This design comes from an exercise in tuning for small area and a short achievable clock period on the open sky130 flow, not from production work. The RTL was checked by simulation tests, not by an equivalence proof against the original design. The flow treats the clock pin as an ideal source, which a real chip does not have. Power and IR drop assume default switching activity.

File: flow/design.v
package dlx_pkg;
   localparam int DATA_W   = 32;
   localparam int REG_AW   = 5;
   localparam int NUM_REGS = 32;
   localparam int OP_W     = 6;
   localparam logic [OP_W-1:0] OP_RTYPE = 6'h00;
   localparam logic [OP_W-1:0] OP_J     = 6'h02;
   localparam logic [OP_W-1:0] OP_JAL   = 6'h03;
   localparam logic [OP_W-1:0] OP_BEQZ  = 6'h04;
   localparam logic [OP_W-1:0] OP_BNEZ  = 6'h05;
   localparam logic [OP_W-1:0] OP_LW    = 6'h23;
   localparam logic [DATA_W-1:0] NOP      = 32'h0000_0000;
   localparam logic [REG_AW-1:0] LINK_REG = 5'd31;
   typedef struct packed {
      logic [DATA_W-1:0] pc_4;
      logic [DATA_W-1:0] instr;
      logic              valid;
   } ifid_t;
   typedef enum logic [1:0] {
      CLS_R = 2'd0,
      CLS_I = 2'd1,
      CLS_J = 2'd2
   } instr_class_e;
   function automatic logic [1:0] classify(input logic [OP_W-1:0] op);
      case (op)
         OP_RTYPE:      classify = CLS_R;
         OP_J, OP_JAL:  classify = CLS_J;
         default:       classify = CLS_I;
      endcase
   endfunction
   function automatic logic [DATA_W-1:0] sext16(input logic [15:0] v);
      sext16 = {{16{v[15]}}, v};
   endfunction
   function automatic logic [DATA_W-1:0] sext26(input logic [25:0] v);
      sext26 = {{6{v[25]}}, v};
   endfunction
endpackage
import dlx_pkg::*;
module rf_aoi222
(
   input  logic a1, a2, b1, b2, c1, c2,
   output logic y
);
   assign y = !((a1 && a2) || (b1 && b2) || (c1 && c2));
endmodule
module rf_nand2
(
   input  logic a, b,
   output logic y
);
   assign y = !(a && b);
endmodule
module rf_and11
(
   input  logic [10:0] a,
   output logic        y
);
   assign y = &a;
endmodule
module rf_read_bit
(
   input  logic [NUM_REGS-1:1] sel,     
   input  logic [NUM_REGS-1:1] d,       
   output logic                y_n      
);
   logic [10:0] part;
   for (genvar g = 0; g < 10; g++) begin : g_aoi
      rf_aoi222 u_aoi (
         .a1 (sel[3*g+1]), .a2 (d[3*g+1]),
         .b1 (sel[3*g+2]), .b2 (d[3*g+2]),
         .c1 (sel[3*g+3]), .c2 (d[3*g+3]),
         .y  (part[g])
      );
   end
   rf_nand2 u_nand_last (.a(sel[31]), .b(d[31]), .y(part[10]));
   rf_and11 u_or (.a(part), .y(y_n));
endmodule
module rf_hold
(
   input  logic              we,      
   input  logic              we_n,    
   input  logic [DATA_W-1:0] wdata,
   input  logic [DATA_W-1:0] q,
   output logic [DATA_W-1:0] d
);
   assign d = ({DATA_W{we}} & wdata) | ({DATA_W{we_n}} & q);
endmodule
module pick3
(
   input  logic              sa,
   input  logic [DATA_W-1:0] a,
   input  logic              sb,
   input  logic [DATA_W-1:0] b,
   input  logic              sc,
   input  logic [DATA_W-1:0] c,
   output logic [DATA_W-1:0] y
);
   assign y = ({DATA_W{sa}} & a) | ({DATA_W{sb}} & b) | ({DATA_W{sc}} & c);
endmodule
module pick3n
(
   input  logic              sa,
   input  logic [DATA_W-1:0] a_n,
   input  logic              sb,
   input  logic [DATA_W-1:0] b,
   input  logic              sc,
   input  logic [DATA_W-1:0] c,
   output logic [DATA_W-1:0] y
);
   assign y = ({DATA_W{sa}} & ~a_n) | ({DATA_W{sb}} & b) | ({DATA_W{sc}} & c);
endmodule
module pick2
(
   input  logic              sa,
   input  logic [DATA_W-1:0] a,
   input  logic              sb,
   input  logic [DATA_W-1:0] b,
   output logic [DATA_W-1:0] y
);
   assign y = ({DATA_W{sa}} & a) | ({DATA_W{sb}} & b);
endmodule
module rf_read_port
(
   input  logic [NUM_REGS-1:1]            sel,
   input  logic [(NUM_REGS-1)*DATA_W-1:0] regs,   
   output logic [DATA_W-1:0]              rdata_n    
);
   for (genvar b = 0; b < DATA_W; b++) begin : g_bit
      logic [NUM_REGS-1:1] d;
      for (genvar r = 1; r < NUM_REGS; r++) begin : g_r
         assign d[r] = regs[(r-1)*DATA_W + b];
      end
      rf_read_bit u_bit (
         .sel (sel),
         .d   (d),
         .y_n (rdata_n[b])
      );
   end
endmodule
import dlx_pkg::*;
module id_hazard
(
   input  logic              reset,
   input  logic              valid,
   input  logic              br,
   input  logic              haz1,
   input  logic              haz2,
   input  logic [REG_AW-1:0] rs1,
   input  logic [REG_AW-1:0] rs2,
   input  logic              ex_mem_read,
   input  logic [REG_AW-1:0] ex_rd,
   input  logic              wb_reg_write,
   input  logic [REG_AW-1:0] wb_rd,
   output logic              stall,
   output logic              taken,
   output logic              pc_write_en,
   output logic              id_valid
);
   assign stall = (ex_mem_read  && ((haz1 && (ex_rd == rs1)) ||
                                    (haz2 && (ex_rd == rs2)))) ||
                  (wb_reg_write && ((haz1 && (wb_rd == rs1)) ||
                                    (haz2 && (wb_rd == rs2))));
   assign taken       = br && !stall;
   assign pc_write_en = reset || !stall;
   assign id_valid    = valid && !stall;
endmodule
module id_target
(
   input  logic [DATA_W-1:0] pc4,
   input  logic [DATA_W-1:0] instr,
   output logic [DATA_W-1:0] target
);
   logic [DATA_W-1:0] t16, t26;
   assign t16    = pc4 + dlx_pkg::sext16(instr[15:0]);
   assign t26    = pc4 + dlx_pkg::sext26(instr[25:0]);
   assign target = (dlx_pkg::classify(instr[31:26]) == CLS_J) ? t26 : t16;
endmodule
module rf_wdec
(
   input  logic              we,
   input  logic [REG_AW-1:0] waddr,
   output logic [NUM_REGS-1:1] wen
);
   always_comb begin
      for (int i = 1; i < NUM_REGS; i++) begin
         wen[i] = we && (waddr == i[REG_AW-1:0]);
      end
   end
endmodule
module rf_rdec
(
   input  logic [REG_AW-1:0]   raddr,
   input  logic [NUM_REGS-1:1] live,    
   output logic [NUM_REGS-1:1] sel
);
   logic [3:0] lo;    
   logic [7:0] hi;    
   rf_dec2 u_lo (.a(raddr[1:0]), .y(lo));
   rf_dec3 u_hi (.a(raddr[4:2]), .y(hi));
   always_comb begin
      for (int i = 1; i < NUM_REGS; i++) begin
         sel[i] = live[i] && lo[i % 4] && hi[i / 4];
      end
   end
endmodule
module rf_dec2
(
   input  logic [1:0] a,
   output logic [3:0] y
);
   always_comb begin
      for (int k = 0; k < 4; k++) y[k] = (a == k[1:0]);
   end
endmodule
module rf_dec3
(
   input  logic [2:0] a,
   output logic [7:0] y
);
   always_comb begin
      for (int k = 0; k < 8; k++) y[k] = (a == k[2:0]);
   end
endmodule
module id_stage
(
   input  logic              clk,
   input  logic              reset,
   input  logic [DATA_W-1:0] add_pc_4_in,
   input  logic [DATA_W-1:0] instruction_in,
   input  logic              wb_reg_write,
   input  logic [REG_AW-1:0] wb_rd,
   input  logic [DATA_W-1:0] wb_data,
   input  logic              ex_mem_read,
   input  logic [REG_AW-1:0] ex_rd,
   output logic [DATA_W-1:0] add_out,
   output logic              mux_pcsrc_out,
   output logic              pc_write_en,
   output logic              id_valid,
   output logic [OP_W-1:0]   id_opcode,
   output logic [REG_AW-1:0] id_rs1,
   output logic [REG_AW-1:0] id_rs2,
   output logic [REG_AW-1:0] id_rd,
   output logic [DATA_W-1:0] id_pc_4,
   output logic [DATA_W-1:0] id_rs1_data,
   output logic [DATA_W-1:0] id_rs2_data,
   output logic [DATA_W-1:0] id_imm
);
   logic [(NUM_REGS-1)*DATA_W-1:0] regs_q;    
   logic [NUM_REGS-1:1]            nz_q;      
   logic [DATA_W-1:0] pc4_q, instr_q;
   logic              valid_q;
   logic [DATA_W-1:0] rs1_data_q, rs2_data_q, target_q;
   logic              haz1_q, haz2_q;    
   logic              br_q;              
   logic              jfmt_q;            
   logic [REG_AW-1:0] rd_q;              
   logic [OP_W-1:0]   opcode;
   logic [REG_AW-1:0] rs1, rs2;
   logic              stall, taken;
   logic [OP_W-1:0]   in_opcode;
   logic [REG_AW-1:0] in_rs1, in_rs2, in_rd;
   logic [1:0]        in_cls;
   logic              in_jfmt, in_haz1, in_haz2;
   logic [DATA_W-1:0] in_target;
   logic [NUM_REGS-1:1] wen, live, sel1, sel2;
   logic                wb_en, wb_nz;
   logic                fwd_in1, fwd_in2, fwd_q1, fwd_q2;
   logic [DATA_W-1:0]   rd1_n, rd2_n;
   logic                in_nz1;
   function automatic logic cond(input logic [OP_W-1:0] op, input logic nz);
      case (op)
         OP_BEQZ:      cond = !nz;
         OP_BNEZ:      cond = nz;
         OP_J, OP_JAL: cond = 1'b1;
         default:      cond = 1'b0;
      endcase
   endfunction
   assign opcode = instr_q[31:26];
   assign rs1    = instr_q[25:21];
   assign rs2    = instr_q[20:16];
   id_hazard u_hazard (
      .reset        (reset),
      .valid        (valid_q),
      .br           (br_q),
      .haz1         (haz1_q),
      .haz2         (haz2_q),
      .rs1          (rs1),
      .rs2          (rs2),
      .ex_mem_read  (ex_mem_read),
      .ex_rd        (ex_rd),
      .wb_reg_write (wb_reg_write),
      .wb_rd        (wb_rd),
      .stall        (stall),
      .taken        (taken),
      .pc_write_en  (pc_write_en),
      .id_valid     (id_valid)
   );
   assign in_opcode = instruction_in[31:26];
   assign in_rs1    = instruction_in[25:21];
   assign in_rs2    = instruction_in[20:16];
   assign in_cls    = dlx_pkg::classify(in_opcode);
   assign in_jfmt   = (in_cls == CLS_J);
   assign in_haz1   = (in_cls != CLS_J) && (in_rs1 != '0);
   assign in_haz2   = (in_cls == CLS_R) && (in_rs2 != '0);
   id_target u_target (
      .pc4    (add_pc_4_in),
      .instr  (instruction_in),
      .target (in_target)
   );
   always_comb begin
      case (in_opcode)
         OP_RTYPE:               in_rd = instruction_in[15:11];
         OP_JAL:                 in_rd = LINK_REG;
         OP_J, OP_BEQZ, OP_BNEZ: in_rd = '0;
         default:                in_rd = in_rs2;
      endcase
   end
   assign wb_en   = wb_reg_write && (wb_rd != '0);
   assign wb_nz   = |wb_data;
   assign fwd_in1 = wb_en && (wb_rd == in_rs1);
   assign fwd_in2 = wb_en && (wb_rd == in_rs2);
   assign fwd_q1  = wb_en && (wb_rd == rs1);
   assign fwd_q2  = wb_en && (wb_rd == rs2);
   rf_wdec u_wdec (
      .we    (wb_reg_write),
      .waddr (wb_rd),
      .wen   (wen)
   );
   assign live = nz_q;
   rf_rdec u_rdec1 (.raddr(in_rs1), .live(live), .sel(sel1));
   rf_rdec u_rdec2 (.raddr(in_rs2), .live(live), .sel(sel2));
   logic [(NUM_REGS-1)*DATA_W-1:0] regs_d;
   for (genvar r = 1; r < NUM_REGS; r++) begin : g_hold
      rf_hold u_hold (
         .we    (wen[r]),
         .we_n  (!wen[r]),
         .wdata (wb_data),
         .q     (regs_q[(r-1)*DATA_W +: DATA_W]),
         .d     (regs_d[(r-1)*DATA_W +: DATA_W])
      );
   end
   always_ff @(posedge clk) begin
      regs_q <= regs_d;
   end
   always_ff @(posedge clk) begin
      if (reset) begin
         nz_q <= '0;
      end else begin
         for (int i = 1; i < NUM_REGS; i++) begin
            if (wen[i]) nz_q[i] <= wb_nz;
         end
      end
   end
   rf_read_port u_read1 (.sel(sel1), .regs(regs_q), .rdata_n(rd1_n));
   rf_read_port u_read2 (.sel(sel2), .regs(regs_q), .rdata_n(rd2_n));
   assign in_nz1 = fwd_in1 ? wb_nz : (|sel1);
   logic load, hold, upd1, hold1, upd2, hold2;
   logic [DATA_W-1:0] pc4_d, instr_d, target_d, rs1_data_d, rs2_data_d;
   assign load  = !reset && !stall && !taken;    
   assign hold  = !reset && stall;               
   assign upd1  = hold && fwd_q1;                
   assign hold1 = hold && !fwd_q1;
   assign upd2  = hold && fwd_q2;
   assign hold2 = hold && !fwd_q2;
   pick2 u_pc4_d (
      .sa (!reset && !stall), .a (add_pc_4_in),
      .sb (hold),             .b (pc4_q),
      .y  (pc4_d)
   );
   pick2 u_instr_d (
      .sa (load), .a (instruction_in),
      .sb (hold), .b (instr_q),
      .y  (instr_d)
   );
   pick3 u_target_d (
      .sa (load),                      .a (in_target),
      .sb (!reset && !stall && taken), .b (add_pc_4_in),
      .sc (hold),                      .c (target_q),
      .y  (target_d)
   );
   pick3n u_rs1_data_d (
      .sa (load && !fwd_in1),         .a_n (rd1_n),
      .sb ((load && fwd_in1) || upd1), .b   (wb_data),
      .sc (hold1),                     .c   (rs1_data_q),
      .y  (rs1_data_d)
   );
   pick3n u_rs2_data_d (
      .sa (load && !fwd_in2),         .a_n (rd2_n),
      .sb ((load && fwd_in2) || upd2), .b   (wb_data),
      .sc (hold2),                     .c   (rs2_data_q),
      .y  (rs2_data_d)
   );
   always_ff @(posedge clk) begin
      pc4_q      <= pc4_d;
      instr_q    <= instr_d;
      target_q   <= target_d;
      rs1_data_q <= rs1_data_d;
      rs2_data_q <= rs2_data_d;
   end
   always_ff @(posedge clk) begin
      if (reset) begin
         valid_q    <= 1'b0;
         haz1_q     <= 1'b0;
         haz2_q     <= 1'b0;
         br_q       <= 1'b0;
         jfmt_q     <= 1'b0;
         rd_q       <= '0;
      end else if (stall) begin
         if (fwd_q1) begin
            br_q       <= cond(opcode, wb_nz);
         end
      end else if (taken) begin
         valid_q    <= 1'b0;
         haz1_q     <= 1'b0;
         haz2_q     <= 1'b0;
         br_q       <= 1'b0;
         jfmt_q     <= 1'b0;
         rd_q       <= '0;
      end else begin
         valid_q    <= 1'b1;
         haz1_q     <= in_haz1;
         haz2_q     <= in_haz2;
         br_q       <= cond(in_opcode, in_nz1);
         jfmt_q     <= in_jfmt;
         rd_q       <= in_rd;
      end
   end
   assign add_out       = target_q;
   assign mux_pcsrc_out = taken;
   assign id_opcode     = opcode;
   assign id_rs1        = rs1;
   assign id_rs2        = rs2;
   assign id_rd         = rd_q;
   assign id_pc_4       = pc4_q;
   assign id_rs1_data   = rs1_data_q;
   assign id_rs2_data   = rs2_data_q;
   assign id_imm        = jfmt_q ? dlx_pkg::sext26(instr_q[25:0])
                                 : dlx_pkg::sext16(instr_q[15:0]);
endmodule
File: flow/flow/run.sh
#!/bin/bash
# The standard layout (the standard.sh: unchanged synthesis and steps),
# with two changes passed to ORFS as make variables:
#  - the port buffers that global placement inserts start as the smallest
#    plain buffer instead of the tool's default pick (clkdlybuf4s50_1);
#    timing repair still resizes the critical ones;
#  - clock tree synthesis without dummy loads (the clock tree's buffer list
#    and clustering are the same as in config.mk).
set -euo pipefail
bash standard.sh \
  BUFFER_PORTS_ARGS="-buffer_cell sky130_fd_sc_hd__buf_1" \
  CTS_ARGS="-sink_clustering_enable -repair_clock_nets -buf_list sky130_fd_sc_hd__clkbuf_8 -sink_clustering_size 14 -sink_clustering_max_diameter 50 -dont_use_dummy_load" \
  finish > standard_finish.log 2>&1
File: flow/standard.sh
#!/bin/bash
# synth_recipe.tcl (not shown) runs the flow's synth.tcl, then flattens the netlist and writes it again
# the make line also repeats each setting of config.mk as NAME=value (left out here)
make -C /OpenROAD-flow-scripts/flow DESIGN_CONFIG=/design/flow/config.mk WORK_HOME=/design/flow/orfs CLKGATE_MAP_FILE= SYNTH_SCRIPT=/design/flow/synth_recipe.tcl "${@:-finish}"
File: flow/config.mk
export PLATFORM = sky130hd
export DESIGN_NAME = id_stage
export DESIGN_NICKNAME = id_stage
export VERILOG_FILES = /design/flow/design.v
export SDC_FILE = /design/flow/constraint.sdc
export NUM_CORES = 4
export LEC_CHECK = 0
export CAP_MARGIN = 20
export CORE_MARGIN = 2
export CORE_UTILIZATION = 45
export CTS_BUF_LIST = sky130_fd_sc_hd__clkbuf_8
export CTS_CLUSTER_DIAMETER = 50
export CTS_CLUSTER_SIZE = 14
export SETUP_SLACK_MARGIN = 2.6
export SLEW_MARGIN = 20
export SYNTH_HIERARCHICAL = 1
File: flow/constraint.sdc
create_clock -name core_clock -period 5.8 [get_ports {clk}]
set_input_delay 1.1600 -clock core_clock [delete_from_list [all_inputs] [get_ports {clk}]]
set_output_delay 1.1600 -clock core_clock [all_outputs]
set_load 0.01 [all_outputs]
==> run summary, run 1 <==
* Outcome: finished clean
* Max FO, Critical Path at 21
* VDD IR max at about 190 uV
* Post-place setup slack at 1360 ps
* FFs w/ async S/R, synth at 0
* Worst hold-check path type: reg2reg
* Warnings from Yosys at 12
* I/O pin count at 294
* TritonCTS clock tree: built
* Largest net degree at the start of global routing at between 100 and 150
* Minimum clock period at 3270 ps
* RSZ-0062 raised after global routing: yes
* CTS Buf Count at 120
* Commonest non-fill, non-tap cells in the layout: dfxtp_1, a22o_1, a222oi_1
* Post-Syn Nets at 4456
* Largest family of logic cells by synthesized area: compound AO/OA/AOI/OAI gates
* Max_slew headroom at 0.208
* Worst path required time at roughly 6500 ps
* Leakage power at roughly 21 nW
* Mux cell area share after synthesis at 0.000804
* Crit start category: input port
* Slew Limit Fails at 0
* Clk buf depth at 3
* Crit path kind: in2reg
* Core Area at 0.110 mm^2
* Hold_buf cts at 0
* EDFF count, synth at 0
* Synth Area per Inst at 11.5 um^2
* Initial antenna violation count at 4
* Total power at 0.0176 W
* Commonest non-fill, non-tap cell in the layout: dfxtp_1
* Grt total ovfl at 0
* Power share of the sequential group at 0.612
* Hpwl dp at approximately 130000 um
* Sequential area share after synthesis at 0.480
* Mapped cell area at ~0.05 mm^2
* Final ANT Viol Nets at 0
* Die width at 337 um
* Wire per inst at approximately 35 um
* RD Place Congestion at 0.921
* Fmax at between 300 and 400 MHz
* Port bufs at 293
* Final period util at 0.563
* Switching power total at 0.00496 W
* Maxcap violations at 0
* Starting Density at 0.452
* Clock power frac at 0.265
* GRT Total Usage at 0.363
* Setup violations, final at 0
* CTS Sinks at 1193
* Crit. End Element: register
* Pwr per Cell Area at 323 mW/mm^2
* 1st-pass router iterations at 13
* XOR/XNOR share of the synthesized area at 0.0121
* DR DRC count at 0
* CTS clock-pin slew for the worst setup and hold paths at 90 ps
* Final Hold Viols at 0
* Accumulated negative setup slack at 0 ps
* CTS root buf: clkbuf_8
* Drt via density at 7.57
* Die area at roughly 0.11 mm^2
* Internal Dissipation at between 0.01 and 0.015 W
* Min setup slack post-route at 2530 ps
* Die height at 337 um
* Syn Inst Count at 4313
* Number of global-route vias before repair at 44.1k
* Share of cells above drive strength 1 at 0.149
* Max Clock Skew at about 120 ps
* CP arrival at 4010 ps
* Sw frac at 0.281
* WHS at 452 ps
* Compound-Gate Fraction of Synth Area at 0.364
* FF+latch count, synth at 1193
* Logic pwr share at 0.124
* Primary FF master, synth: dfxtp_1
* Layout area overhead at 9.61%
* Initial drt markers at approximately 11k
* Filler Cell Count at between 10k and 15k
* Nets at ~4.8k
* First-pass GRT wire length at 306000 um
* Via count at 46.7k
* Synth Area in Adders at 0.00844
* Site row count at 122
* Synth Area in Simple Gates at 0.0758
* Count of cell types in the netlist at 79
* Worst Tran Pin Value at 1190 ps
* Max H-tree Level at 3
* Final WL at 217000 um
* Clock latency on the worst-skew pair at around 840 ps
[through the flow]
step	instance area (um^2)	utilization	std cells
after floorplan	50100	-	4313
after global placement	52000	0.472	6006
after detailed placement	52000	0.472	6008
after CTS	54000	0.490	6143
after global routing	54600	0.495	6166
final	54600	0.495	6166
[routing by layer]
layer  vias up  global-route usage  routed length, um
met2      4020               0.519              89000
li1      19300                   -                  -
met1     22600               0.477              82000
met4         4               0.237              15700
met5         -                   0                 38
met3       771               0.101              30300
[sequential cells by signal, summed over array words and instances, names as in the netlist]
| signal | cells |
|---|---|
| regs_q | 992 |
| instr_q | 32 |
| pc4_q | 32 |
| rs1_data_q | 32 |
| rs2_data_q | 32 |
| target_q | 32 |
| nz_q | 31 |
| rd_q | 5 |
| br_q | 1 |
| haz1_q | 1 |
| haz2_q | 1 |
| jfmt_q | 1 |
| valid_q | 1 |
[synth_stat cells, drive strengths merged (2+ instances only)]
cell type,instances,area share
a222oi,672,0.14
o22ai,3,0.00063
o31ai,2,0.00058
xor2,20,0.0035
nand4,143,0.018
nor4,23,0.0030
o21a,5,0.00075
or3,2,0.00025
and3,66,0.0083
nor2b,5,0.00063
a41o,10,0.0020
nand2b,6,0.00075
nor2,94,0.0071
and2b,2,0.00035
mux2i,4,0.00080
or4,3,0.00053
nand3,79,0.0079
nor3b,6,0.00090
nand4bb,3,0.00068
o21ai,80,0.0083
inv,82,0.0062
ha,32,0.0080
a211oi,35,0.0055
and2,5,0.00068
a22o,1058,0.19
o2111ai,2,0.00048
and4,2,0.00040
a211o,2,0.00035
nand2,125,0.0094
a21oi,31,0.0035
clkbuf,27,0.0022
nand4b,4,0.00070
and3b,6,0.0012
a21o,24,0.0036
nor3,73,0.014
or2,3,0.00038
o21bai,4,0.00060
o221ai,2,0.00048
buf,233,0.051
o2bb2ai,4,0.00070
a31oi,11,0.0018
dfxtp,1193,0.48
xnor2,49,0.0086
a22oi,65,0.010
[Yosys stat by module (local to each module, per instance), excerpt]
module     cells  area (um^2)  flip-flops and latches  times used
id_hazard     36          283                       0           1
id_target    258         1920                       0           1
pick2         38          350                       0           2
rf_aoi222      1         10.0                       0         640
rf_dec3        8         65.1                       0           2
rf_hold       38          350                       0          31
[cells by family (layout without fill, tap and decap cells)]
family / after synthesis / after routing
AO/OA/AOI/OAI: 2019 / 2019
flip-flops: 1193 / 1193
AND/OR/NAND/NOR: 653 / 653
buffers and inverters: 342 / 706
XOR/XNOR: 69 / 69
adder cells (fa/ha/maj): 33 / 33
multiplexers: 4 / 4
other: 0 / 1
[final cells by class]
cell class                      instances  area (um^2)  share of cell area
Tap cell                             1488         1860              0.0341
Multi-Input combinational cell       2778        23900               0.438
Antenna cell                            1         2.50           0.0000458
Inverter                               82          309             0.00566
Timing Repair Buffer                  504         2940              0.0539
Clock buffer                          120         1650              0.0303
Sequential cell                      1193        23900               0.438
[path summary, 6_finish.rpt]
kind                   startpoint                endpoint  slack, ps  cells after the start
max            instruction_in[16]  rs2_data_q[26]$_DFF_P_       2530                      8
max reg2reg   instr_q[18]$_DFF_P_  rs1_data_q[22]$_DFF_P_       2840                      9
min          valid_q$_SDFFE_PP0N_    valid_q$_SDFFE_PP0N_        450                      2
min reg2reg  valid_q$_SDFFE_PP0N_    valid_q$_SDFFE_PP0N_        450                      2
[what timing repair did]
action	CTS	global route
pin swaps	22	38
gates resized for setup	68	88
setup buffers	15	22
endpoints found under the hold margin	0	0
setup endpoints to repair	131	79
gates cloned	0	0
[critical path, cell delays in order]
cell and delay, ps:
buf_1 330, and2b_2 360, and3_1 440, buf_4 400, a222oi_1 450, nand4_1 450
nor3_2 340, o21ai_1 80
[power by group through the flow]
stage | registers, W | logic [W] | clock network, W
after floorplan | 0.0106 | 0.00151 | 0
after detailed placement | 0.0109 | 0.00206 | 0
final | 0.0108 | 0.00218 | 0.00466
after global placement | 0.0108 | 0.00200 | 0
after global routing | 0.0109 | 0.00235 | 0.00499
after CTS | 0.0107 | 0.00209 | 0.00468
==> run 2: changes to the inputs <==
--- a/flow/design.v
+++ b/flow/design.v
@@ -164,16 +164,25 @@
    assign pc_write_en = reset || !stall;
    assign id_valid    = valid && !stall;
 endmodule
+module tg_jfmt
+(
+   input  logic [OP_W-1:0] op,
+   output logic            j
+);
+   assign j = (dlx_pkg::classify(op) == CLS_J);
+endmodule
 module id_target
 (
    input  logic [DATA_W-1:0] pc4,
    input  logic [DATA_W-1:0] instr,
    output logic [DATA_W-1:0] target
 );
-   logic [DATA_W-1:0] t16, t26;
-   assign t16    = pc4 + dlx_pkg::sext16(instr[15:0]);
-   assign t26    = pc4 + dlx_pkg::sext26(instr[25:0]);
-   assign target = (dlx_pkg::classify(instr[31:26]) == CLS_J) ? t26 : t16;
+   logic              jfmt;
+   logic [DATA_W-1:0] imm;
+   tg_jfmt u_jfmt (.op(instr[31:26]), .j(jfmt));
+   assign imm    = jfmt ? dlx_pkg::sext26(instr[25:0])
+                        : dlx_pkg::sext16(instr[15:0]);
+   assign target = pc4 + imm;
 endmodule
 module rf_wdec
 (
@@ -278,6 +287,24 @@
    assign opcode = instr_q[31:26];
    assign rs1    = instr_q[25:21];
    assign rs2    = instr_q[20:16];
+   logic stall_o, taken_o;
+   id_hazard u_hazard_out (
+      .reset        (reset),
+      .valid        (valid_q),
+      .br           (br_q),
+      .haz1         (haz1_q),
+      .haz2         (haz2_q),
+      .rs1          (rs1),
+      .rs2          (rs2),
+      .ex_mem_read  (ex_mem_read),
+      .ex_rd        (ex_rd),
+      .wb_reg_write (wb_reg_write),
+      .wb_rd        (wb_rd),
+      .stall        (stall_o),
+      .taken        (taken_o),
+      .pc_write_en  (pc_write_en),
+      .id_valid     (id_valid)
+   );
    id_hazard u_hazard (
       .reset        (reset),
       .valid        (valid_q),
@@ -292,8 +319,8 @@
       .wb_rd        (wb_rd),
       .stall        (stall),
       .taken        (taken),
-      .pc_write_en  (pc_write_en),
-      .id_valid     (id_valid)
+      .pc_write_en  (),
+      .id_valid     ()
    );
    assign in_opcode = instruction_in[31:26];
    assign in_rs1    = instruction_in[25:21];
@@ -426,7 +453,7 @@
       end
    end
    assign add_out       = target_q;
-   assign mux_pcsrc_out = taken;
+   assign mux_pcsrc_out = taken_o;
    assign id_opcode     = opcode;
    assign id_rs1        = rs1;
    assign id_rs2        = rs2;
==> run summary, run 2 <==
* Post-Syn Nets at approximately 4.5k
* Hpwl dp at 131000 um
* Final ANT Viol Nets at 0
* Final WL at 218000 um
* Port bufs at 293
* Minimum clock period at approximately 3300 ps
* Die height at 337 um
* Max reg flops at 992
* Crit start category: input port
* Maxcap violations at 0
* Leakage power at 21.3 nW
* Syn Inst Count at about 4.4k
* Die area at between 0.1 and 0.15 mm^2
* Max Clock Skew at 86.0 ps
* Warnings from Yosys at 13
* Pwr per Cell Area at 322 mW/mm^2
* Worst hold-check path type: reg2reg
* CTS Buf Count at roughly 120
* Drt via density at about 7.6
* Area of the multi-input gates at ~0.024 mm^2
* Slew Limit Fails at 0
* Most flops, register: regs_q
* GRT Total Usage at 0.363
* Max_slew headroom at 0.188
* Fin util at 0.495
* Site row count at 122
* Outcome: finished clean
* Worst path required time at 6430 ps
* Initial drt markers at about 11k
* Initial antenna violation count at 9
* TritonCTS clock tree: built
* Share of cells above drive strength 1 at 0.146
* Number of global-route vias before repair at 44.1k
* Core Area at 0.110 mm^2
* Total power at 0.0176 W
* Clk buf depth at 3
* Mapped cell area at between 0.04 and 0.05 mm^2
* DR DRC count at 0
* Max FO, Critical Path at 16
* CTS clock-pin slew for the worst setup and hold paths at ~80 ps
* Starting Density at 0.453
* Max H-tree Level at 3
* Die width at 337 um
* CP arrival at 3960 ps
* Wire per inst at around 35 um
* Via count at 47.2k
* 1st-pass router iterations at 12
* CTS root buf: clkbuf_8
* Layout area overhead at 9.31%
* Setup violations, final at 0
* Hold_buf cts at 0
* Register Area at around 0.024 mm^2
* Commonest non-fill, non-tap cell in the layout: dfxtp_1
* Accumulated negative setup slack at 0 ps
* Fmax at 300 MHz
* I/O pin count at 294
* Synth Area per Inst at 11.5 um^2
* Final period util at 0.576
* RSZ-0062 raised after global routing: yes
* Largest net degree at the start of global routing at 73
* CTS Sinks at 1193
* Commonest non-fill, non-tap cells in the layout: dfxtp_1, a22o_1, a222oi_1
* RD Place Congestion at 0.948
* Final Hold Viols at 0
* Nets at 4854
* VDD IR max at 200 uV
* Clock latency on the worst-skew pair at 830 ps
* Crit. End Element: register
* Grt total ovfl at 0
* Filler Cell Count at ~10k
* Crit path kind: in2reg
* First-pass GRT wire length at 308000 um
* Worst Tran Pin Value at 1220 ps
[run 2: per-layer routing]
layer,wire (um),global-route usage,vias up
li1,-,-,19500
met1,83900,0.487,23100
met2,89900,0.516,3986
met3,30600,0.103,641
met4,13800,0.216,6
met5,38,0,-
[run 2: critical path, stage by stage]
cell and delay, ps:
buf_2 220, and2b_2 330, and3_1 430, buf_4 360, a222oi_1 470, nand4_1 440, nor3_4 420, o21ai_1 100
[run 2: worst paths after layout]
| check | start | to | slack [ps] | cells past startpoint |
|---|---|---|---|---|
| hold / removal | rd_q[2]$_SDFFE_PP0N_ | rd_q[2]$_SDFFE_PP0N_ | 450 | 2 |
| setup / recovery | instruction_in[16] | rs2_data_q[29]$_DFF_P_ | 2460 | 8 |
| setup reg to reg | instr_q[19]$_DFF_P_ | rs2_data_q[29]$_DFF_P_ | 2780 | 10 |
| hold reg to reg | rd_q[2]$_SDFFE_PP0N_ | rd_q[2]$_SDFFE_PP0N_ | 450 | 2 |
[run 2: repair_timing]
item	4_1_cts	5_1_grt
cloned	1	0
resized for setup	80	104
setup buffers	3	15
pin swaps	9	31
endpoints found under the setup margin	243	74
[run 2: through the flow]
stage                     hold slack [ps]  instance area (um^2)  worst slack, ps  instances
after floorplan                       422                 50200             2030       4365
after global placement                432                 52100             1250       6054
after detailed placement              440                 52200             1220       6056
after CTS                             452                 54100             2560       6181
after global routing                  469                 54600             2450       6199
final                                 448                 54600             2460       6201
[run 2: where the power goes]
group	leakage (nW)	switching [W]	internal (W)
registers	9.91	0.00114	0.00963
clock network	0.870	0.00284	0.00184
logic	10.5	0.000964	0.00121
[run 2: final cells by class]
| class | count | share of cell area |
|---|---|---|
| antenna | 3 | 0.000137 |
| timing repair buffer | 484 | 0.0512 |
| multi-input combinational | 2834 | 0.441 |
| clock buffer | 121 | 0.0305 |
| inverter | 78 | 0.00540 |
| tap | 1488 | 0.0341 |
| sequential | 1193 | 0.438 |
==> run 3: changes to the inputs <==
--- a/flow/design.v
+++ b/flow/design.v
@@ -164,25 +164,16 @@
    assign pc_write_en = reset || !stall;
    assign id_valid    = valid && !stall;
 endmodule
-module tg_jfmt
-(
-   input  logic [OP_W-1:0] op,
-   output logic            j
-);
-   assign j = (dlx_pkg::classify(op) == CLS_J);
-endmodule
 module id_target
 (
    input  logic [DATA_W-1:0] pc4,
    input  logic [DATA_W-1:0] instr,
    output logic [DATA_W-1:0] target
 );
-   logic              jfmt;
-   logic [DATA_W-1:0] imm;
-   tg_jfmt u_jfmt (.op(instr[31:26]), .j(jfmt));
-   assign imm    = jfmt ? dlx_pkg::sext26(instr[25:0])
-                        : dlx_pkg::sext16(instr[15:0]);
-   assign target = pc4 + imm;
+   logic [DATA_W-1:0] t16, t26;
+   assign t16    = pc4 + dlx_pkg::sext16(instr[15:0]);
+   assign t26    = pc4 + dlx_pkg::sext26(instr[25:0]);
+   assign target = (dlx_pkg::classify(instr[31:26]) == CLS_J) ? t26 : t16;
 endmodule
 module rf_wdec
 (
==> flow/flow/run.sh (replaced) <==
#!/bin/bash
# The standard layout (the standard.sh: unchanged synthesis and steps),
# with these changes passed to ORFS as make variables:
#  - the port buffers that global placement inserts start as the smallest
#    plain buffer instead of the tool's default pick (clkdlybuf4s50_1);
#    timing repair still resizes the critical ones;
#  - clock tree synthesis without dummy loads (the clock tree's buffer list
#    and clustering are the same as in config.mk);
#  - a max-fanout design rule (16) for the resizer, set before placement,
#    resizing, clock tree synthesis and global routing (flow/max_fanout.tcl),
#    so that the long one-hot select and enable nets get buffer trees.
set -euo pipefail
HOOK="$(pwd)/flow/max_fanout.tcl"
bash standard.sh \
  BUFFER_PORTS_ARGS="-buffer_cell sky130_fd_sc_hd__buf_1" \
  CTS_ARGS="-sink_clustering_enable -repair_clock_nets -buf_list sky130_fd_sc_hd__clkbuf_8 -sink_clustering_size 14 -sink_clustering_max_diameter 50 -dont_use_dummy_load" \
  PRE_GLOBAL_PLACE_TCL="$HOOK" PRE_RESIZE_TCL="$HOOK" PRE_CTS_TCL="$HOOK" PRE_GLOBAL_ROUTE_TCL="$HOOK" \
  finish > standard_finish.log 2>&1
==> flow/flow/max_fanout.tcl (new file) <==
# Design-rule directive for the resizer: buffer nets with more than 16 loads.
set_max_fanout 16 [current_design]
==> run summary, run 3 <==
* Outcome: finished clean
* Worst hold-check path type: reg2reg
* 1st-pass router iterations at 12
* Initial drt markers at 10.6k
* Core Area at between 0.1 and 0.15 mm^2
* CTS clock-pin slew for the worst setup and hold paths at 90 ps
* Hpwl dp at 146000 um
* Top Usage Layer GRT: met2
* Die width at 338 um
* Port bufs at 293
* Drt via density at 7.35
* Die area at 0.114 mm^2
* VDD IR max at approximately 210 uV
* Largest net degree at the start of global routing at 17
* Minimum clock period at ~3300 ps
* Clock latency on the worst-skew pair at 900 ps
* Worst Tran Pin Value at roughly 1100 ps
* Mapped cell area at 0.0501 mm^2
* CP arrival at 4010 ps
* DR DRC count at 0
* Filler Cell Count at 10.1k
* RSZ-0062 raised after global routing: yes
* Most flops, register: regs_q
* Nets at 5080
* Warnings from Yosys at 12
* Slew Limit Fails at 0
* Max_slew headroom at 0.296
* TritonCTS clock tree: built
* Synth Area per Inst at 11.5 um^2
* Die height at 338 um
* Final ANT Viol Nets at 0
* Site row count at 122
* Max Clock Skew at 127 ps
* Worst path required time at 6540 ps
* Grt total ovfl at 0
* Final WL at about 200000 um
* Max reg flops at a little under 1k
* Commonest non-fill, non-tap cells in the layout: dfxtp_1, a22o_1, a222oi_1
* Final period util at 0.564
* CP Buf/Inv Count at 3
* M3 GR Usage at 0.0677
* Crit. End Element: register
* CP most frequent cell: buf_4
* Fmax at 306 MHz
* CTS Sinks at 1193
* Wire per inst at 31.9 um
* I/O pin count at 294
* GR met1 Demand/Resource at 0.455
* M2 GR Usage at 0.518
* Layout area overhead at 11.9%
* Leakage power at roughly 22 nW
* WHS at 448 ps
* Maxcap violations at 0
* Number of global-route vias before repair at 43.2k
* Syn Inst Count at 4345
* CTS Buf Count at 130
* Commonest non-fill, non-tap cell in the layout: dfxtp_1
* RD Place Congestion at 1.02
* CP max stage delay at about 560 ps
* Pwr per Cell Area at 319 mW/mm^2
* Final Hold Viols at 0
* Accumulated negative setup slack at 0 ps
* Post-Syn Nets at roughly 4.5k
* GRT Total Usage at 0.343
* Delay-heaviest family, CP: simple AND/OR/NAND/NOR gates
* Crit start category: input port
* First-pass GRT wire length at around 300000 um
* Starting Density at 0.453
* Share of cells above drive strength 1 at 0.166
* Initial antenna violation count at 3
* Max FO, Critical Path at 13
* Crit path kind: in2reg
* Crit-path cells: buf_1, and3b_2, and3_1, buf_4, buf_4, a222oi_1, nand4_1, nor3_2, o21ai_1
* Setup violations, final at 0
* Via count at approximately 47k
* Hold_buf cts at 0
* CP max stage cell: a222oi_1
-- run 3: path summary, 6_finish.rpt --
path / startpoint / endpoint / slack (ps) / cells past startpoint
worst max-delay path: instruction_in[20] / rs2_data_q[14]$_DFF_P_ / 2530 / 9
worst min-delay path: rd_q[0]$_SDFFE_PP0N_ / rd_q[0]$_SDFFE_PP0N_ / 450 / 2
worst max register to register: instr_q[18]$_DFF_P_ / rs2_data_q[20]$_DFF_P_ / 2860 / 12
worst min register to register: rd_q[0]$_SDFFE_PP0N_ / rd_q[0]$_SDFFE_PP0N_ / 450 / 2
-- run 3: where the power goes --
group | switching (W) | total (W) | internal [W]
Clock | 0.00285 | 0.00484 | 0.00199
Sequential | 0.00119 | 0.0108 | 0.00963
Combinational | 0.000959 | 0.00220 | 0.00124
-- run 3: per-layer routing --
layer,up-vias,share of wire
met2,3529,0.43
met5,-,0.000063
li1,19900,-
met1,23200,0.39
met3,568,0.11
met4,2,0.065
-- run 3: per-stage QoR --
step | utilization | instance area, um^2 | power, W | instances | setup WS (ps)
CTS | 0.504 | 55700 | 0.0178 | 6406 | 2560
detailed placement | 0.485 | 53600 | 0.0130 | 6264 | 1300
global placement | 0.485 | 53600 | 0.0130 | 6264 | 1360
floorplan | - | 50300 | 0.0121 | 4345 | 2180
global route | 0.507 | 56000 | 0.0185 | 6424 | 2510
finish | 0.507 | 56000 | 0.0179 | 6426 | 2530
-- run 3: timing repair --
item                       4_1_cts  5_1_grt
setup endpoints to repair      122       60
resized for setup               72       49
buffers inserted                12       16
pin swaps                       16       29
cloned                           0        1
-- run 3: layout make-up --
| type | count | area [um^2] | share of cell area |
|---|---|---|---|
| clock buffer | 130 | 1790 | 0.0319 |
| sequential | 1193 | 23900 | 0.427 |
| inverter | 83 | 315 | 0.00563 |
| tap | 1488 | 1860 | 0.0332 |
| antenna | 3 | 7.51 | 0.000134 |
| timing repair buffer | 719 | 4480 | 0.0800 |
| multi-input combinational | 2810 | 23600 | 0.422 |
-- run 3: worst min-delay path: cells and delay by family (launching register included) --
kind	cells	cell delay (ps)
flops	1	310
simple gates	2	90
==> run 4: changes to the inputs <==
--- a/flow/flow/run.sh
+++ b/flow/flow/run.sh
@@ -6,7 +6,7 @@
 #    timing repair still resizes the critical ones;
 #  - clock tree synthesis without dummy loads (the clock tree's buffer list
 #    and clustering are the same as in config.mk);
-#  - a max-fanout design rule (16) for the resizer, set before placement,
+#  - a max-fanout design rule (24) for the resizer, set before placement,
 #    resizing, clock tree synthesis and global routing (flow/max_fanout.tcl),
 #    so that the long one-hot select and enable nets get buffer trees.
 set -euo pipefail
==> flow/flow/max_fanout.tcl (replaced) <==
# Design-rule directive for the resizer: buffer nets with more than 24 loads.
set_max_fanout 24 [current_design]
==> run summary, run 4 <==
* CP arrival at 3990 ps
* Minimum clock period at 3330 ps
* Warnings from Yosys at 12
* Crit path kind: in2reg
* Leakage power at about 22 nW
* RD Place Congestion at 0.983
* GRT Total Usage at 0.351
* Min-delay src: rd_q[3]$_SDFFE_PP0N_
* Starting Density at 0.453
* Commonest non-fill, non-tap cell in the layout: dfxtp_1
* Cell area after layout at 0.0547 mm^2
* Synth Area per Inst at 11.5 um^2
* Share of cells above drive strength 1 at 0.143
* Final Hold Viols at 0
* CP max stage cell: a222oi_1
* Pwr per Cell Area at 322 mW/mm^2
* Site row count at 122
* Setup violations, final at 0
* CP max stage delay at 660 ps
* First-pass GRT wire length at 301000 um
* Wire per inst at 33.5 um
* CTS clock-pin slew for the worst setup and hold paths at 60 ps
* 1st-pass router iterations at 21
* VDD IR max at 183 uV
* CP Buf/Inv Count at 3
* Worst reg2reg startpoint: instr_q[22]$_DFF_P_
* Placed Area at between 0.05 and 0.06 mm^2
* Via count at approximately 47k
* Worst path required time at 6460 ps
* Slew Limit Fails at 0
* Filler Cell Count at 10.3k
* Crit. End Element: register
* Port bufs at roughly 290
* Die area at 0.114 mm^2
* TritonCTS clock tree: built
* Number of global-route vias before repair at 43.3k
* Accumulated negative setup slack at 0 ps
* Delay-heaviest family, CP: simple AND/OR/NAND/NOR gates
* Max Clock Skew at 104 ps
* Max_slew headroom at 0.221
* Hpwl dp at 141000 um
* Initial antenna violation count at 1
* Crit start category: input port
* DR DRC count at 0
* Max reg flops at 992
* I/O pin count at 294
* Final period util at 0.574
* Worst Tran Pin Value at 1170 ps
* Grt total ovfl at 0
* CTS Buf Count at 121
* Worst hold-check path type: reg2reg
* Outcome: finished clean
* Largest net degree at the start of global routing at 25
* Nets at 4926
* Hold_buf cts at 0
* Crit-path cells: clkbuf_2, buf_4, and3b_2, and3_1, buf_4, a222oi_1, nand4_1, nor3_2, o21ai_0
* Clock latency on the worst-skew pair at 840 ps
* Commonest non-fill, non-tap cells in the layout: dfxtp_1, a22o_1, a222oi_1
* Layout area overhead at 9.30%
* Syn Inst Count at 4345
* RSZ-0062 raised after global routing: yes
* CP most frequent cell: buf_4
* Fmax at roughly 300 MHz
* Drt via density at 7.50
* Die width at 338 um
* Initial drt markers at 10.5k
* Post-Syn Nets at 4488
* Crit path from: instruction_in[20]
* Final WL at 210000 um
* Die height at 338 um
* Maxcap violations at 0
* Core Area at between 0.1 and 0.15 mm^2
* Mapped cell area at 0.0501 mm^2
* Area of the multi-input gates at about 0.024 mm^2
* CTS Sinks at 1193
* Max FO, Critical Path at 22
* Register Area at 0.0239 mm^2
* Most flops, register: regs_q
* Final ANT Viol Nets at 0
run 4: metrics by stage:
stage,worst slack [ps],power (W),hold WS [ps],std cells,util
6_report,2470,0.0176,452,6270,0.495
5_1_grt,2490,0.0183,481,6270,0.495
4_1_cts,2540,0.0175,449,6259,0.493
3_5_place_dp,1200,0.0130,435,6127,0.476
3_3_place_gp,1250,0.0129,439,6127,0.476
2_1_floorplan,2180,0.0121,422,4345,-
run 4: cell type report:
class	count	share of cell area
Antenna cell	1	0.0000457
Clock buffer	121	0.0304
Inverter	83	0.00581
Multi-Input combinational cell	2809	0.431
Sequential cell	1193	0.437
Tap cell	1488	0.0340
Timing Repair Buffer	575	0.0616
run 4: power by group:
part / total, W / switching [W] / internal, W
Clock: 0.00466 / 0.00282 / 0.00184
Sequential: 0.0108 / 0.00116 / 0.00963
Combinational: 0.00215 / 0.000943 / 0.00121
run 4: metal layers:
| layer | part of all wire | vias up | track usage |
|---|---|---|---|
| met1 | 0.39 | 23100 | 0.480 |
| met4 | 0.074 | 0 | 0.225 |
| met3 | 0.12 | 625 | 0.0628 |
| met2 | 0.42 | 3743 | 0.510 |
| met5 | 0 | - | 0 |
| li1 | - | 19600 | - |
run 4: path summary, 6_finish.rpt:
check                           end  slack [ps]  cells past startpoint
max          rs2_data_q[31]$_DFF_P_        2470                      9
min            rd_q[3]$_SDFFE_PP0N_         450                      2
max reg2reg  rs1_data_q[23]$_DFF_P_        2870                     10
min reg2reg    rd_q[3]$_SDFFE_PP0N_         450                      2
run 4: what timing repair did:
item / CTS / global route
pin swaps: 12 / 19
endpoints found under the setup margin: 142 / 63
resized for setup: 73 / 52
setup buffers: 11 / 10
run 4: worst register-to-register path: stages, from the launching register on:
cell and delay [ps]:
dfxtp_2 510, xnor2_1 130, nand4_2 110, o22ai_2 120, or2_1 300, or3_1 520
inv_4 250, a22o_2 330, buf_4 370, a22oi_1 150, o21ai_1 100
==> run 5: changes to the inputs <==
--- a/flow/design.v
+++ b/flow/design.v
@@ -121,8 +121,9 @@
 endmodule
 module rf_read_port
 (
-   input  logic [NUM_REGS-1:1]            sel,
-   input  logic [(NUM_REGS-1)*DATA_W-1:0] regs,   
+   input  logic [NUM_REGS-1:1]            sel_lo,    
+   input  logic [NUM_REGS-1:1]            sel_hi,    
+   input  logic [(NUM_REGS-1)*DATA_W-1:0] regs,      
    output logic [DATA_W-1:0]              rdata_n    
 );
    for (genvar b = 0; b < DATA_W; b++) begin : g_bit
@@ -131,7 +132,7 @@
          assign d[r] = regs[(r-1)*DATA_W + b];
       end
       rf_read_bit u_bit (
-         .sel (sel),
+         .sel (b < DATA_W/2 ? sel_lo : sel_hi),
          .d   (d),
          .y_n (rdata_n[b])
       );
@@ -262,7 +263,7 @@
    logic [1:0]        in_cls;
    logic              in_jfmt, in_haz1, in_haz2;
    logic [DATA_W-1:0] in_target;
-   logic [NUM_REGS-1:1] wen, live, sel1, sel2;
+   logic [NUM_REGS-1:1] wen, live, sel1, sel2, sel1_hi, sel2_hi;
    logic                wb_en, wb_nz;
    logic                fwd_in1, fwd_in2, fwd_q1, fwd_q2;
    logic [DATA_W-1:0]   rd1_n, rd2_n;
@@ -345,8 +346,10 @@
       .wen   (wen)
    );
    assign live = nz_q;
-   rf_rdec u_rdec1 (.raddr(in_rs1), .live(live), .sel(sel1));
-   rf_rdec u_rdec2 (.raddr(in_rs2), .live(live), .sel(sel2));
+   rf_rdec u_rdec1    (.raddr(in_rs1), .live(live), .sel(sel1));
+   rf_rdec u_rdec1_hi (.raddr(in_rs1), .live(live), .sel(sel1_hi));
+   rf_rdec u_rdec2    (.raddr(in_rs2), .live(live), .sel(sel2));
+   rf_rdec u_rdec2_hi (.raddr(in_rs2), .live(live), .sel(sel2_hi));
    logic [(NUM_REGS-1)*DATA_W-1:0] regs_d;
    for (genvar r = 1; r < NUM_REGS; r++) begin : g_hold
       rf_hold u_hold (
@@ -369,8 +372,8 @@
          end
       end
    end
-   rf_read_port u_read1 (.sel(sel1), .regs(regs_q), .rdata_n(rd1_n));
-   rf_read_port u_read2 (.sel(sel2), .regs(regs_q), .rdata_n(rd2_n));
+   rf_read_port u_read1 (.sel_lo(sel1), .sel_hi(sel1_hi), .regs(regs_q), .rdata_n(rd1_n));
+   rf_read_port u_read2 (.sel_lo(sel2), .sel_hi(sel2_hi), .regs(regs_q), .rdata_n(rd2_n));
    assign in_nz1 = fwd_in1 ? wb_nz : (|sel1);
    logic load, hold, upd1, hold1, upd2, hold2;
    logic [DATA_W-1:0] pc4_d, instr_d, target_d, rs1_data_d, rs2_data_d;
==> flow/flow/run.sh (replaced) <==
#!/bin/bash
# The standard layout (the standard.sh: unchanged synthesis and steps),
# with two changes passed to ORFS as make variables:
#  - the port buffers that global placement inserts start as the smallest
#    plain buffer instead of the tool's default pick (clkdlybuf4s50_1);
#    timing repair still resizes the critical ones;
#  - clock tree synthesis without dummy loads (the clock tree's buffer list
#    and clustering are the same as in config.mk).
set -euo pipefail
bash standard.sh \
  BUFFER_PORTS_ARGS="-buffer_cell sky130_fd_sc_hd__buf_1" \
  CTS_ARGS="-sink_clustering_enable -repair_clock_nets -buf_list sky130_fd_sc_hd__clkbuf_8 -sink_clustering_size 14 -sink_clustering_max_diameter 50 -dont_use_dummy_load" \
  finish > standard_finish.log 2>&1
removed: flow/flow/max_fanout.tcl
==> run summary, run 5 <==
* Accumulated negative setup slack at 0 ps
* Commonest non-fill, non-tap cells in the layout: dfxtp_1, a22o_1, a222oi_1
* Wire per inst at between 30 and 40 um
* RD Place Congestion at 0.969
* Fmax at 296 MHz
* Final period util at 0.582
* Worst Tran Pin Value at 1200 ps
* Port bufs at just under 300
* Max FO, Critical Path at 16
* Maxcap violations at 0
* Largest net degree at the start of global routing at roughly 70
* Initial antenna violation count at 6
* Hold path cells at 2
* Worst hold-check path type: reg2reg
* CTS Sinks at roughly 1.2k
* DR DRC count at 0
* Mapped cell area at 0.0506 mm^2
* CP max stage cell: a222oi_1
* R2R depth at 9
* Clock latency on the worst-skew pair at 850 ps
* RSZ-0062 raised after global routing: yes
* I/O pin count at 294
* Crit-path cells: buf_1, buf_4, nor2_1, and3_1, a222oi_1, nand4_1, nor3_2, o21ai_1
* Commonest non-fill, non-tap cell in the layout: dfxtp_1
* Area of the multi-input gates at 0.0245 mm^2
* Die height at 339 um
* Crit start category: input port
* Final WL at approximately 210000 um
* Hpwl dp at 133000 um
* Clk buf depth at 3
* Warnings from Yosys at 12
* Worst path required time at 6530 ps
* First-pass GRT wire length at 303000 um
* Hold_buf cts at 0
* Nets at just under 5k
* Cell area after layout at ~0.055 mm^2
* CTS root buf: clkbuf_8
* Final ANT Viol Nets at 0
* Die width at 339 um
* Post-Syn Nets at 4574
* Core Area at 0.112 mm^2
* Max_slew headroom at 0.200
* Sw frac at 0.281
* Via count at 47.0k
* CTS clock-pin slew for the worst setup and hold paths at 90 ps
* Worst reg2reg startpoint: instr_q[22]$_DFF_P_
* Worst r2r dst: rs1_data_q[4]$_DFF_P_
* Filler Cell Count at roughly 10k
* Final Hold Viols at 0
* CTS Buf Count at between 100 and 150
* GRT Total Usage at 0.347
* Max H-tree Level at 4
* TritonCTS clock tree: built
* VDD IR max at around 190 uV
* Initial drt markers at 10.3k
* Max Clock Skew at 77.7 ps
* Leakage power at 21.5 nW
* CP max stage delay at 650 ps
* Layout area overhead at 8.46%
* Share of cells above drive strength 1 at 0.148
* Internal Dissipation at 0.0129 W
* Reg2reg setup slack at 2850 ps
* Site row count at 123
* Total power at 0.0179 W
* Synth Area per Inst at 11.4 um^2
* Die area at ~0.12 mm^2
* CP arrival at about 4000 ps
* 1st-pass router iterations at 13
* Outcome: finished clean
* Crit. End Element: register
* Number of global-route vias before repair at ~44k
* Pwr per Cell Area at 326 mW/mm^2
* Clock power frac at 0.276
* Switching power total at 0.00503 W
* Drt via density at between 7 and 8
* Setup violations, final at 0
* Placed Area at about 0.052 mm^2
* Max reg flops at 992
* Min-Delay Endpoint: rd_q[3]$_SDFFE_PP0N_
* Grt total ovfl at 0
* Crit path kind: in2reg
* Syn Inst Count at ~4.4k
* Power share of the sequential group at 0.602
* Starting Density at 0.452
* Logic pwr share at 0.122
* Min-delay src: rd_q[3]$_SDFFE_PP0N_
* Minimum clock period at 3380 ps
* Most flops, register: regs_q
* Slew Limit Fails at 0
* Register Area at 0.0239 mm^2
-- run 5: area by class of cell --
class | count | share of cell area
diodes | 1 | 0.0000456
clock buffers | 133 | 0.0333
inverters | 83 | 0.00586
multi-input cells | 2896 | 0.447
flip-flops and latches | 1193 | 0.435
well taps | 1500 | 0.0342
repair buffers | 442 | 0.0441
repair inverters | 1 | 0.0000911
-- run 5: critical path: cells and delay by family --
kind | cells | cell delay [ps]
compound gates | 2 | 740
simple gates | 4 | 1570
buf+inv | 2 | 620
-- run 5: routing by layer --
layer / vias to the layer above / wire length (um) / global-route usage
met1: 22900 / 83100 / 0.459
met2: 3745 / 90500 / 0.515
met3: 641 / 29000 / 0.114
met4: 4 / 9720 / 0.151
met5: - / 23 / 0.00163
li1: 19700 / - / -
-- run 5: how the worst max path moves through the flow --
stage	start	to	slack, ps
final	instruction_in[16]	rs2_data_q[8]$_DFF_P_	2420
after global routing	instr_q[22]$_DFF_P_	pc_write_en	2440
after CTS	instr_q[17]$_DFF_P_	pc_write_en	2490
after detailed placement	wb_rd[4]	rs1_data_q[7]$_DFF_P_	1130
after global placement	wb_rd[3]	rs1_data_q[7]$_DFF_P_	1200
after floorplan	instruction_in[30]	target_q[29]$_DFF_P_	2180
-- run 5: power by group through the flow --
stage	registers (W)	clock network (W)	logic [W]
after detailed placement	0.0109	0	0.00212
after global routing	0.0109	0.00527	0.00236
final	0.0108	0.00493	0.00218
after global placement	0.0108	0	0.00205
after CTS	0.0107	0.00498	0.00213
after floorplan	0.0106	0	0.00154
-- run 5: through the flow --
step | cells | util | worst slack [ps] | hold slack, ps
floorplan | 4431 | - | 2180 | 422
global placement | 6088 | 0.468 | 1200 | 434
detailed placement | 6089 | 0.468 | 1130 | 433
CTS | 6230 | 0.487 | 2490 | 447
global route | 6249 | 0.490 | 2440 | 471
finish | 6249 | 0.490 | 2420 | 445
-- run 5: repair_timing --
action / CTS / global route
gates resized for setup: 70 / 118
gates cloned: 0 / 2
setup endpoints to repair: 200 / 235
pin swaps: 4 / 26
setup buffers: 8 / 15
==> run 6: changes to the inputs <==
--- a/flow/design.v
+++ b/flow/design.v
@@ -191,19 +191,26 @@
 module rf_rdec
 (
    input  logic [REG_AW-1:0]   raddr,
-   input  logic [NUM_REGS-1:1] live,    
-   output logic [NUM_REGS-1:1] sel
+   input  logic [NUM_REGS-1:1] live,      
+   output logic [NUM_REGS-1:1] sel_lo,    
+   output logic [NUM_REGS-1:1] sel_hi     
 );
    logic [3:0] lo;    
    logic [7:0] hi;    
    rf_dec2 u_lo (.a(raddr[1:0]), .y(lo));
    rf_dec3 u_hi (.a(raddr[4:2]), .y(hi));
-   always_comb begin
-      for (int i = 1; i < NUM_REGS; i++) begin
-         sel[i] = live[i] && lo[i % 4] && hi[i / 4];
-      end
+   for (genvar i = 1; i < NUM_REGS; i++) begin : g_sel
+      rf_and3 u_sel_lo (.a(live[i]), .b(lo[i % 4]), .c(hi[i / 4]), .y(sel_lo[i]));
+      rf_and3 u_sel_hi (.a(live[i]), .b(lo[i % 4]), .c(hi[i / 4]), .y(sel_hi[i]));
    end
 endmodule
+module rf_and3
+(
+   input  logic a, b, c,
+   output logic y
+);
+   assign y = a && b && c;
+endmodule
 module rf_dec2
 (
    input  logic [1:0] a,
@@ -346,10 +353,8 @@
       .wen   (wen)
    );
    assign live = nz_q;
-   rf_rdec u_rdec1    (.raddr(in_rs1), .live(live), .sel(sel1));
-   rf_rdec u_rdec1_hi (.raddr(in_rs1), .live(live), .sel(sel1_hi));
-   rf_rdec u_rdec2    (.raddr(in_rs2), .live(live), .sel(sel2));
-   rf_rdec u_rdec2_hi (.raddr(in_rs2), .live(live), .sel(sel2_hi));
+   rf_rdec u_rdec1 (.raddr(in_rs1), .live(live), .sel_lo(sel1), .sel_hi(sel1_hi));
+   rf_rdec u_rdec2 (.raddr(in_rs2), .live(live), .sel_lo(sel2), .sel_hi(sel2_hi));
    logic [(NUM_REGS-1)*DATA_W-1:0] regs_d;
    for (genvar r = 1; r < NUM_REGS; r++) begin : g_hold
       rf_hold u_hold (
==> run summary, run 6 <==
* RD Place Congestion at 0.937
* Max reg flops at 992
* Fin util at 0.493
* Hold_buf cts at 0
* Mapped cell area at 0.0504 mm^2
* WHS at ~440 ps
* Top Usage Layer GRT: met2
* Layout area overhead at 8.41%
* Max FO, Critical Path at 16
* CP arrival at 4050 ps
* 1st-pass router iterations at 13
* CTS root buf: clkbuf_8
* CTS Sinks at between 1k and 1.5k
* Share of cells above drive strength 1 at 0.141
* Nets at between 4k and 5k
* Port bufs at 293
* Grt total ovfl at 0
* Syn Inst Count at 4413
* TritonCTS clock tree: built
* I/O pin count at between 200 and 300
* CTS Buf Count at 132
* Core Area at 0.111 mm^2
* Post-Syn Nets at 4556
* Number of global-route vias before repair at 43.5k
* CP Buf/Inv Count at 2
* CTS clock-pin slew for the worst setup and hold paths at 70 ps
* R2R depth at 9
* Worst path required time at approximately 6500 ps
* VDD IR max at 168 uV
* Via count at 47.0k
* Warnings from Yosys at 11
* Crit start category: input port
* Hpwl dp at 129000 um
* Initial drt markers at between 9k and 10k
* Commonest non-fill, non-tap cell in the layout: dfxtp_1
* Accumulated negative setup slack at 0 ps
* Minimum clock period at between 3000 and 4000 ps
* Clock latency on the worst-skew pair at 870 ps
* Leakage power at around 22 nW
* Largest net degree at the start of global routing at 68
* Max H-tree Level at 4
* Max Clock Skew at 76.2 ps
* Maxcap violations at 0
* First-pass GRT wire length at 306000 um
* Max_slew headroom at 0.192
* Crit. End Element: register
* Commonest non-fill, non-tap cells in the layout: dfxtp_1, a22o_1, a222oi_1
* Setup violations, final at 0
* Die height at 339 um
* Drt via density at approximately 7.5
* Crit path kind: in2reg
* Fmax at 299 MHz
* Crit-path cells: buf_1, nor3b_1, buf_4, and3_1, a222oi_1, nand4_1, nor3_2, o21ai_0
* Pwr per Cell Area at 326 mW/mm^2
* M2 GR Usage at 0.502
* Final ANT Viol Nets at 0
* Synth Area per Inst at 11.4 um^2
* Final period util at 0.576
* Starting Density at 0.454
* Clk buf depth at 3
* Slew Limit Fails at 0
* CP max stage delay at 830 ps
* RSZ-0062 raised after global routing: yes
* Wire per inst at 34.5 um
* GRT Total Usage at 0.354
* Final WL at roughly 220000 um
* Filler Cell Count at about 10k
* Final Hold Viols at 0
* WP depth at 8
* Die area at 0.115 mm^2
* Worst Tran Pin Value at 1210 ps
* CP max stage cell: a222oi_1
* GR met1 Demand/Resource at 0.476
* Delay-heaviest family, CP: simple AND/OR/NAND/NOR gates
* Most flops, register: regs_q
* DR DRC count at 0
* Die width at ~340 um
* Initial antenna violation count at 2
* Outcome: finished clean
* M3 GR Usage at 0.102
* Hold path cells at 2
* Worst hold-check path type: reg2reg
* Site row count at 122
==> run 6: what timing repair did <==
| action | 4_1_cts | 5_1_grt |
|---|---|---|
| endpoints found under the setup margin | 248 | 237 |
| setup buffers | 9 | 10 |
| pin swaps | 11 | 22 |
| gates resized for setup | 81 | 84 |
| gates cloned | 0 | 1 |
==> run 6: area by class of cell <==
type / instances / area (um^2) / area share
sequential: 1193 / 23900 / 0.438
antenna: 2 / 5.00 / 0.0000915
multi-input combinational: 2879 / 24200 / 0.443
clock buffer: 132 / 1820 / 0.0332
tap: 1488 / 1860 / 0.0341
timing repair buffer: 450 / 2520 / 0.0460
inverter: 85 / 324 / 0.00593
==> run 6: report_power, final <==
group / switching [W] / internal (W)
Sequential: 0.00114 / 0.00963
Combinational: 0.000959 / 0.00120
Clock: 0.00289 / 0.00202
==> run 6: worst register-to-register path: stages (launching register included) <==
cell      delay [ps]
dfxtp_4          400
xnor2_1          140
nand4_1          120
o22ai_2          130
or2_1            310
or3_1            520
inv_2            120
buf_4            590
a222oi_1         290
inv_1             80
==> run 6: routing by layer <==
| metal | vias up | part of all wire |
|---|---|---|
| met5 | - | 0.00013 |
| met2 | 3835 | 0.41 |
| met3 | 726 | 0.14 |
| met4 | 4 | 0.064 |
| met1 | 22800 | 0.39 |
| li1 | 19600 | - |
==> run 6: worst paths after layout <==
| path | start | endpoint | slack, ps |
|---|---|---|---|
| setup / recovery | instruction_in[20] | rs2_data_q[10]$_DFF_P_ | 2460 |
| hold / removal | rd_q[1]$_SDFFE_PP0N_ | rd_q[1]$_SDFFE_PP0N_ | 440 |
| hold reg to reg | rd_q[1]$_SDFFE_PP0N_ | rd_q[1]$_SDFFE_PP0N_ | 440 |
| setup reg to reg | instr_q[20]$_DFF_P_ | target_q[9]$_DFF_P_ | 3010 |
==> run 6: through the flow <==
step	power, W	cells	area (um^2)	setup WS [ps]
CTS	0.0177	6215	54300	2450
global route	0.0185	6229	54700	2490
global placement	0.0129	6072	52200	1270
floorplan	0.0121	4413	50600	2190
detailed placement	0.0129	6074	52300	1310
finish	0.0178	6229	54700	2460
==> run 7: changes to the inputs <==
--- a/flow/design.v
+++ b/flow/design.v
@@ -286,24 +286,6 @@
    assign opcode = instr_q[31:26];
    assign rs1    = instr_q[25:21];
    assign rs2    = instr_q[20:16];
-   logic stall_o, taken_o;
-   id_hazard u_hazard_out (
-      .reset        (reset),
-      .valid        (valid_q),
-      .br           (br_q),
-      .haz1         (haz1_q),
-      .haz2         (haz2_q),
-      .rs1          (rs1),
-      .rs2          (rs2),
-      .ex_mem_read  (ex_mem_read),
-      .ex_rd        (ex_rd),
-      .wb_reg_write (wb_reg_write),
-      .wb_rd        (wb_rd),
-      .stall        (stall_o),
-      .taken        (taken_o),
-      .pc_write_en  (pc_write_en),
-      .id_valid     (id_valid)
-   );
    id_hazard u_hazard (
       .reset        (reset),
       .valid        (valid_q),
@@ -318,8 +300,8 @@
       .wb_rd        (wb_rd),
       .stall        (stall),
       .taken        (taken),
-      .pc_write_en  (),
-      .id_valid     ()
+      .pc_write_en  (pc_write_en),
+      .id_valid     (id_valid)
    );
    assign in_opcode = instruction_in[31:26];
    assign in_rs1    = instruction_in[25:21];
@@ -452,7 +434,7 @@
       end
    end
    assign add_out       = target_q;
-   assign mux_pcsrc_out = taken_o;
+   assign mux_pcsrc_out = taken;
    assign id_opcode     = opcode;
    assign id_rs1        = rs1;
    assign id_rs2        = rs2;
==> run summary, run 7 <==
* Outcome: finished clean
* Number of cells after detailed placement at 6034
* Crit-path cells: buf_1, buf_4, and2b_2, and3_1, nor4_2, nand4_1, nor2_1, mux2i_1, mux2i_1, a21oi_1
* Logic pwr share at 0.121
* FF+latch count, synth at 1193
* I/O pin count at 294
* CTS clock-pin slew for the worst setup and hold paths at ~80 ps
* Initial antenna violation count at 4
* Nets at roughly 4.8k
* RSZ-0062 raised after global routing: yes
* Met2 Routed Length at about 88000 um
* Count of cell types in the netlist at 77
* Min-delay src: rd_q[3]$_SDFFE_PP0N_
* Commonest non-fill, non-tap cell in the layout: dfxtp_1
* Post-Syn Nets at 4524
* Max H-tree Level at 4
* Hold path cells at 2
* Hold_buf cts at 0
* 1st-pass router iterations at 12
* Accumulated negative setup slack at 0 ps
* RD Place Congestion at 0.946
* Starting Density at 0.453
* Number of global-route vias before repair at 43.2k
* Worst hold-check path type: reg2reg
* Worst Tran Pin Value at 1230 ps
* CP max stage delay at 570 ps
* Site row count at roughly 120
* Cell taking the most area after synthesis: dfxtp_1
* Grt total ovfl at 0
* Layout area overhead at 8.19%
* Largest net degree at the start of global routing at about 70
* Mapped cell area at about 0.050 mm^2
* Warnings from Yosys at 11
* Setup violations, final at 0
* Drt via density at about 7.6
* Core Area at 0.111 mm^2
* Port bufs at 293
* Final Non-Filler Cells at 6187
* Crit start category: input port
* Crit path kind: in2reg
* Clock power frac at 0.275
* Max FO, Critical Path at 17
* Minimum clock period at roughly 3300 ps
* Internal Dissipation at about 0.013 W
* TritonCTS clock tree: built
* CTS Sinks at 1193
* Sequential area share after synthesis at 0.476
* CTS root buf: clkbuf_8
* FFs w/ async S/R, synth at 0
## run 7: changes by cell type in the layout (fill, tap and decap cells not counted), sizes merged
cell	before	now
xnor2	70	50
clkinvlp	1	0
clkinv	4	1
nand4	144	140
clkbuf	172	174
diode	2	3
nand3	83	79
buf	410	398
o22ai	5	3
inv	80	83
nor3	74	73
a31oi	10	9
## run 7: layout make-up
| type | instances | area [um^2] | share of cell area |
|---|---|---|---|
| Inverter | 84 | 318 | 0.00585 |
| Multi-Input combinational cell | 2847 | 23900 | 0.441 |
| Antenna cell | 3 | 7.51 | 0.000138 |
| Tap cell | 1488 | 1860 | 0.0343 |
| Sequential cell | 1193 | 23900 | 0.441 |
| Clock buffer | 131 | 1800 | 0.0332 |
| Timing Repair Buffer | 441 | 2430 | 0.0447 |
## run 7: per-module statistics from Yosys (local to each module, per instance), a selection
module	times used	flops+latches	cell area (um^2)
id_stage	1	1193	25300
pick3	1	0	504
pick2	2	0	350
rf_hold	31	0	350
id_hazard	1	0	283
rf_wdec	1	0	230
rf_dec3	2	0	65.1
rf_and11	64	0	27.5
rf_dec2	2	0	26.3
rf_aoi222	640	0	10.0
rf_nand2	64	0	3.75
## run 7: worst max path at each step
stage	from	end	slack [ps]	cells after the start
global placement	instruction_in[23]	br_q$_SDFFE_PP0P_	1150	10
CTS	instr_q[19]$_DFF_P_	mux_pcsrc_out	2500	5
detailed placement	wb_rd[4]	rs1_data_q[7]$_DFF_P_	1130	10
finish	instruction_in[21]	br_q$_SDFFE_PP0P_	2470	10
global route	instr_q[23]$_DFF_P_	pc_write_en	2410	5
floorplan	instruction_in[31]	target_q[29]$_DFF_P_	2190	13
## run 7: layer usage
layer | global-route usage | up-vias
met5 | 0 | -
met4 | 0.210 | 2
met3 | 0.0976 | 652
met2 | 0.508 | 3904
met1 | 0.490 | 22900
li1 | - | 19500
## run 7: kinds of logic (layout without fill, tap and decap cells)
logic type | after synthesis | count (layout) | share of synthesized area
multiplexers | 4 | 4 | 0.000798
AND/OR/NAND/NOR | 720 | 720 | 0.0837
adder cells (fa/ha/maj) | 33 | 33 | 0.00838
other | 0 | 3 | 0
XOR/XNOR | 70 | 70 | 0.0122
flip-flops | 1193 | 1193 | 0.476
buffers and inverters | 341 | 656 | 0.0586
AO/OA/AOI/OAI | 2020 | 2020 | 0.360
## run 7: metrics by stage
| stage | area [um^2] | total power (W) | hold WS [ps] | setup slack, ps |
|---|---|---|---|---|
| floorplan | 50400 | 0.0121 | 422 | 2190 |
| global placement | 51900 | 0.0128 | 431 | 1150 |
| detailed placement | 52000 | 0.0129 | 442 | 1130 |
| CTS | 54100 | 0.0177 | 453 | 2500 |
| global route | 54300 | 0.0185 | 468 | 2410 |
| finish | 54300 | 0.0178 | 450 | 2470 |
## run 7: repair_timing
| action | in CTS | in global routing |
|---|---|---|
| endpoints found under the setup margin | 179 | 82 |
| pin swaps | 9 | 17 |
| cloned | 0 | 0 |
| setup buffers | 11 | 8 |
| resized for setup | 62 | 53 |
## run 7: power by group through the flow
| stage | combinational, W | clock [W] | sequential, W |
|---|---|---|---|
| finish | 0.00215 | 0.00490 | 0.0108 |
| CTS | 0.00210 | 0.00494 | 0.0107 |
| detailed placement | 0.00208 | 0 | 0.0108 |
| floorplan | 0.00150 | 0 | 0.0106 |
| global route | 0.00232 | 0.00525 | 0.0109 |
| global placement | 0.00201 | 0 | 0.0108 |
## run 7: worst min-delay path: stages (launching register included)
cell and delay, ps:
dfxtp_1 310, nand2_1 50, nand2_1 50

Re-timed with assumed drivers on the ports (clkbuf_16 on the clock, buf_2 on other inputs), run 7 has 2.443 ns of setup slack against 2.473 ns with ideal ports, and 1.619 ns once port delays also move by the mid clock arrival of 0.903 ns.
